What follows belongs to an exercise in optimizing a design on an open flow for small area, a short achievable clock period and few clock cycles per item; a production flow would make more cautious choices. The RTL was checked by simulation tests, not by an equivalence proof against the original design.

## the reference run
==> flow/design.v (excerpt) <==
module ex_stage_mdu (
    input  logic        clock,
    input  logic        reset,
    input  logic        in_valid,
    output logic        in_ready,
    input  logic [4:0]  op,
    input  logic [31:0] operand_a,
    input  logic [31:0] operand_b,
    input  logic [1:0]  fwd_sel_a,
    input  logic [1:0]  fwd_sel_b,
    input  logic [31:0] wb_data,
    input  logic        is_jump,
    input  logic [31:0] pt_wdata_in,
    input  logic [4:0]  pt_rd_in,
    input  logic [31:0] pt_pc_in,
    input  logic        mem_stall,
    input  logic        flush,
    output logic        out_valid,
    output logic [31:0] res_out,
    output logic [31:0] pt_wdata_out,
    output logic [4:0]  pt_rd_out,
    output logic [31:0] pt_pc_out,
    output logic        redirect_valid,
    output logic [31:0] redirect_addr,
    output logic        busy
);
    localparam int K = 4;
    localparam int CW = 3;             
    logic [31:0] op_a, op_b;
    always_comb begin
        case (fwd_sel_a)
            2'd1:    op_a = res_out;
            2'd2:    op_a = wb_data;
            default: op_a = operand_a;
        endcase
        case (fwd_sel_b)
            2'd1:    op_b = res_out;
            2'd2:    op_b = wb_data;
            default: op_b = operand_b;
        endcase
    end
    logic is_div, is_single, is_mul, is_mulh, fire;
    assign is_div    = (op == 5'd14) || (op == 5'd15) || (op == 5'd16) || (op == 5'd17);
    assign is_single = (op <= 5'd13);
    assign is_mul    = (op >= 5'd10) && (op <= 5'd13);
    assign is_mulh   = (op >= 5'd11) && (op <= 5'd13);
    assign in_ready  = reset && !busy && !mem_stall;
    assign fire      = in_valid && in_ready;
    logic [32:0]  ma, mb;
    logic [33:0]  bx;
    logic [16:0]  bneg, bone, btwo;
    logic [592:0] ppv;
    logic [63:0]  row0, row1;
    assign ma = {op_a[31] && ((op == 5'd11) || (op == 5'd12)), op_a};
    assign mb = {op_b[31] && (op == 5'd11), op_b};
    assign bx = {mb[32], mb};
    always_comb begin
        for (int i = 0; i < 17; i++) begin
            bneg[i] = bx[2*i+1] & ~(bx[2*i] & ((i == 0) ? 1'b0 : bx[2*i-1]));
            bone[i] = bx[2*i] ^ ((i == 0) ? 1'b0 : bx[2*i-1]);
            btwo[i] = (bx[2*i+1] & ~bx[2*i] & ~((i == 0) ? 1'b0 : bx[2*i-1]))
  ...
Size in the first run: roughly 280 flip-flops, roughly 320 I/O pins.
export LEC_CHECK = 0
export ABC_AREA = 1
export CAP_MARGIN = 10
export CORE_MARGIN = 2
export CORE_UTILIZATION = 30
export PLACE_DENSITY = 0.8
export SETUP_SLACK_MARGIN = 2.0
export SLEW_MARGIN = 20
export SYNTH_HIERARCHICAL = 1
export SYNTH_MINIMUM_KEEP_SIZE = 0
create_clock -name core_clock -period 16.0 [get_ports {clock}]
standard.sh (not shown) runs the stock make flow with config.mk's settings and CLKGATE_MAP_FILE= SYNTH_SCRIPT=/design/flow/synth_recipe.tcl, a recipe that flattens the netlist after the stock synthesis.
==> flow/flow/run.sh <==
#!/bin/bash
# Standard ORFS layout; ports are buffered with a regular buffer instead of
# the delay cell buffer_ports picks by default.
set -euo pipefail
bash standard.sh "BUFFER_PORTS_ARGS=-buffer_cell sky130_fd_sc_hd__buf_2" finish > orfs_make.log 2>&1
Per the final summary, the reference run finished and its layout is clean on timing, DRC and antenna.
Testbench counts of the reference run, summed over its fixed seeds: cycles 171,619, instrs 160,000.
What the trial run does differently from the reference run at the input level:
- SLEW_MARGIN now 40, was 20
- CAP_MARGIN now 20, was 10
- PLACE_DENSITY now 0.9, was 0.8
### Flow results
- Comparing first-iteration DRC count for the reference run and the trial run, the smaller number came from the reference run.
- The reference run → the trial run: wire length reported by the detailed router moved up; worst endpoint data arrival time moved down; instance count on the critical path moved up.
- As far as hold buffer count at CTS goes, the reference run and the trial run are indistinguishable; the numbers are identical.
- First-pass iteration count of the detailed router: the reference run and the trial run compared, higher one is the trial run
- The trial run ended up with sky130_fd_sc_hd__fa_1 as its cell type of the slowest stage on the worst timing path; the reference run ended up with sky130_fd_sc_hd__fa_2.
- Die area: the trial run vs the reference run, no meaningful difference
- [compare] base=the reference run new=the trial run: number of antenna violations at the first check in global routing decreased by 1 relative to the old numbers, fraction of met2 tracks used by global routing rose 3.8 points, setup slack moved up.

==> static timing again, ports no longer ideal <==
How much do the figures lean on ideal ports? The routed layouts below were timed once more, with nothing changed but the port constraints. Step 1 (the two cells are an assumption about what drives the block):
set clk [get_ports {clock}]
set_driving_cell -lib_cell sky130_fd_sc_hd__clkbuf_16 $clk
set_driving_cell -lib_cell sky130_fd_sc_hd__buf_2 [delete_from_list [all_inputs] $clk]
Step 2, shift: input delay + t, output delay - t, t = (earliest + latest rising clock arrival at the registers) / 2. This alone moves slack from input paths to output paths. a / b / c = ideal ports / drivers / drivers and shift; a / b = the first two.
run	t (ns)	slack for setup (ns)	worst setup path after step 2	worst register clock-pin slew, ns	worst slew at a driven data input, ns
the reference run	0.639	1.918 / 1.896 / 1.896	input to output	0.07 / 0.07	0.29
the trial run	0.639	1.997 / 1.975 / 1.975	input to output	0.07 / 0.07	0.12
After both steps every run listed still meets setup and hold.
